This is an optimization exercise on Yosys and OpenROAD, whose aim is small area and a short achievable clock period, not a production implementation. No activity file was given, so power comes from the tool's default toggle rates.

== maple ==
==> flow/design.v (excerpt) <==
module book_top #(
  parameter int ENTRIES_N = book_cfg_pkg::DEF_ENTRIES_N,
  parameter bit IS_BID = book_cfg_pkg::DEF_IS_BID
) (
  input  logic                     i_clk,
  input  logic                     i_rst_n,
  input  logic                     i_cmd_vld,
  input  book_types_pkg::cmd_t                     i_cmd,
  input  book_types_pkg::key_t                     i_key,
  input  book_types_pkg::volume_t                  i_volume,
  output logic [ENTRIES_N-1:0]     o_vld,
  output book_types_pkg::key_t [ENTRIES_N-1:0]     o_keys,
  output book_types_pkg::volume_t [ENTRIES_N-1:0]  o_volumes,
  output book_types_pkg::listsize_t                o_listsize,
  output logic                     o_notify_vld,
  output book_types_pkg::key_t                     o_notify_key,
  output book_types_pkg::volume_t                  o_notify_volume
);
export LEC_CHECK = 0
export CAP_MARGIN = 20
export CORE_MARGIN = 2
export CORE_UTILIZATION = 40
export SETUP_SLACK_MARGIN = 2.0
export SLEW_MARGIN = 20
export SYNTH_HIERARCHICAL = 1
export TNS_END_PERCENT = 10
create_clock -name core_clock -period 5.5 [get_ports {i_clk}]
standard.sh (not shown) runs the stock make flow with config.mk's settings and CLKGATE_MAP_FILE= SYNTH_SCRIPT=/design/flow/synth_recipe.tcl, a recipe that flattens the netlist after the stock synthesis.
==> flow/flow/run.sh <==
#!/bin/bash
# Standard layout, with the smallest buffer on every input and output port
set -e
export BUFFER_PORTS_ARGS="-buffer_cell sky130_fd_sc_hd__buf_1"
bash standard.sh > standard.log 2>&1
> inputs changed (maple -> birch)
-- flow/design.v --
<<< maple, line 237
  logic [N-1:0] vld_n;
  assign vld_n = ~o_vld;
  book_types_pkg::key_t key_n [4];
  for (genvar q = 0; q < 4; q++) begin : g_key_n
    for (genvar b = 0; b < 16; b++) begin : g_bit
      book_g_inv u_inv (.a(i_key[b]), .y(key_n[q][b]));
    end
  end
  logic [N-1:0] dv_n, rv_n;
  assign dv_n = ~({N{op_del}} & o_vld);
>>> birch, line 237
  logic [N-1:0] vld_n;
  assign vld_n = ~o_vld;
  book_types_pkg::key_t key_n;
  assign key_n = ~i_key;
  logic [N-1:0] dv_n, rv_n;
  assign dv_n = ~({N{op_del}} & o_vld);
<<< maple, line 248
  logic [N-1:0] rv;
  assign rv = {N{op_rep}} & o_vld;
  logic [N-1:0] gt_n, eq, ge, keep, keep_n, dm, dm2, r_rep;
  logic [1:0] eq8_n [N];
  for (genvar i = 0; i < N; i++) begin : g_cmp
    book_match u_cmp (.i_key_stored(o_keys[i]), .i_key_n(key_n[i / 4]),
                      .o_gt_n(gt_n[i]), .o_eq8_n(eq8_n[i]));
    book_g_a221oi u_keep   (.a1(gt_n[i]), .a2(eq8_n[i][0]), .b1(gt_n[i]), .b2(eq8_n[i][1]),
>>> birch, line 244
  logic [N-1:0] rv;
  assign rv = {N{op_rep}} & o_vld;
  logic [N-1:0] gt_n, eq, ge, keep, keep_n, dm, r_rep;
  logic [1:0] eq8_n [N];
  for (genvar i = 0; i < N; i++) begin : g_cmp
    book_match u_cmp (.i_key_stored(o_keys[i]), .i_key_n(key_n),
                      .o_gt_n(gt_n[i]), .o_eq8_n(eq8_n[i]));
    book_g_a221oi u_keep   (.a1(gt_n[i]), .a2(eq8_n[i][0]), .b1(gt_n[i]), .b2(eq8_n[i][1]),
<<< maple, line 259
    book_g_nor2   u_eq  (.a(eq8_n[i][0]), .b(eq8_n[i][1]), .y(eq[i]));
    book_g_nor3   u_dm  (.a(dv_n[i]), .b(eq8_n[i][0]), .c(eq8_n[i][1]), .y(dm[i]));
    book_g_nor3   u_dm2 (.a(dv_n[i]), .b(eq8_n[i][0]), .c(eq8_n[i][1]), .y(dm2[i]));
    book_g_nor3   u_rep (.a(rv_n[i]), .b(eq8_n[i][0]), .c(eq8_n[i][1]), .y(r_rep[i]));
  end
  logic [3:0] sel_dn [N];
  for (genvar c = 0; c < 4; c++) begin : g_pfx
    logic [N-1:0] pn;
    logic [3:0] gn;
    logic [N-1:0] d;
    if (c % 2 == 0) begin : g_d0
      assign d = dm;
    end else begin : g_d1
      assign d = dm2;
    end
    for (genvar g = 0; g < 4; g++) begin : g_grp
      book_g_inv  u_p0 (.a(d[4*g]), .y(pn[4*g]));
      book_g_nor2 u_p1 (.a(d[4*g]), .b(d[4*g+1]), .y(pn[4*g+1]));
      book_g_nor3 u_p2 (.a(d[4*g]), .b(d[4*g+1]), .c(d[4*g+2]), .y(pn[4*g+2]));
      book_g_nor4 u_p3 (.a(d[4*g]), .b(d[4*g+1]), .c(d[4*g+2]), .d(d[4*g+3]), .y(pn[4*g+3]));
      assign gn[g] = pn[4*g+3];
    end
    for (genvar i = 0; i < N; i++) begin : g_dn
      localparam int G = i / 4;
      if (G == 0) begin : g0
        book_g_inv   u_s (.a(pn[i]), .y(sel_dn[i][c]));
>>> birch, line 255
    book_g_nor2   u_eq  (.a(eq8_n[i][0]), .b(eq8_n[i][1]), .y(eq[i]));
    book_g_nor3   u_dm  (.a(dv_n[i]), .b(eq8_n[i][0]), .c(eq8_n[i][1]), .y(dm[i]));
    book_g_nor3   u_rep (.a(rv_n[i]), .b(eq8_n[i][0]), .c(eq8_n[i][1]), .y(r_rep[i]));
  end
  logic [N-1:0] pn;
  logic [3:0] gn;
  logic [3:0] sel_dn [N];
  for (genvar g = 0; g < 4; g++) begin : g_grp
    book_g_inv  u_p0 (.a(dm[4*g]), .y(pn[4*g]));
    book_g_nor2 u_p1 (.a(dm[4*g]), .b(dm[4*g+1]), .y(pn[4*g+1]));
    book_g_nor3 u_p2 (.a(dm[4*g]), .b(dm[4*g+1]), .c(dm[4*g+2]), .y(pn[4*g+2]));
    book_g_nor4 u_p3 (.a(dm[4*g]), .b(dm[4*g+1]), .c(dm[4*g+2]), .d(dm[4*g+3]), .y(pn[4*g+3]));
    assign gn[g] = pn[4*g+3];
  end
  for (genvar i = 0; i < N; i++) begin : g_dn
    localparam int G = i / 4;
    for (genvar c = 0; c < 4; c++) begin : g_copy
      if (G == 0) begin : g0
        book_g_inv   u_s (.a(pn[i]), .y(sel_dn[i][c]));
Notes after the runs:
- On birch: mean number of vias per cell is 0.37 higher than what maple gave.
- Compared with maple, birch ends up with less cell area.
- Higher delay contributed by the slowest stage of the critical path was reported by birch, not maple.
- Between maple and birch, mean area per synthesized cell is lower for maple, birch comes in above that.
- Fmax | birch vs maple | birch slower
- NOTE sequential power maple->birch increased by a few percent
- The relative max-transition margin on maple is in line with that on birch.
- Measured against each other, maple and birch differ in count of placed standard cells in the final layout, fillers left out, the lower figure coming from birch.
- Final worst-path cycle share in birch is 2.5 points above maple.
- Relative to maple, synthesized cell count decreased by 2.9% in birch.
- birch — post-route minimum period 0.14 ns higher, maple as reference
- Taking maple as the reference, in birch sum of met3 wire segment lengths after detailed routing picked up an extra about 37%; global route total overflow neither gained nor lost much; area growth from synthesis to layout picked up an extra 1.6 points.
No functional check of the RTL was part of any run of this note.

[static timing again, ports no longer ideal]
The flow's constraints put no driver on any port. The routed layouts listed below were extracted and timed again, unchanged, in two steps. Step 1 assumes that a clkbuf_16 drives the clock port and a buf_2 every other input. Step 2, shift: input delay + t, output delay - t, t = (earliest + latest rising clock arrival at the registers) / 2. This alone moves slack from input paths to output paths. a / b / c = no drivers / after step 1 / after step 2; a / b = the first two.
| run | shift t [ns] | setup WS [ns] | hold WS [ns] | worst slew at a driven data input, ns |
|---|---|---|---|---|
| maple | 0.675 | 2.007 / 1.995 / 1.321 | 0.469 / 0.424 / 0.497 | 0.08 |
| birch | 0.699 | 1.868 / 1.922 / 1.223 | 0.503 / 0.503 / 0.503 | 0.10 |
After both steps every run listed still meets setup and hold. The setup slack of maple, which loses most, moves by -0.012 ns with the drivers and by -0.686 ns with both steps.
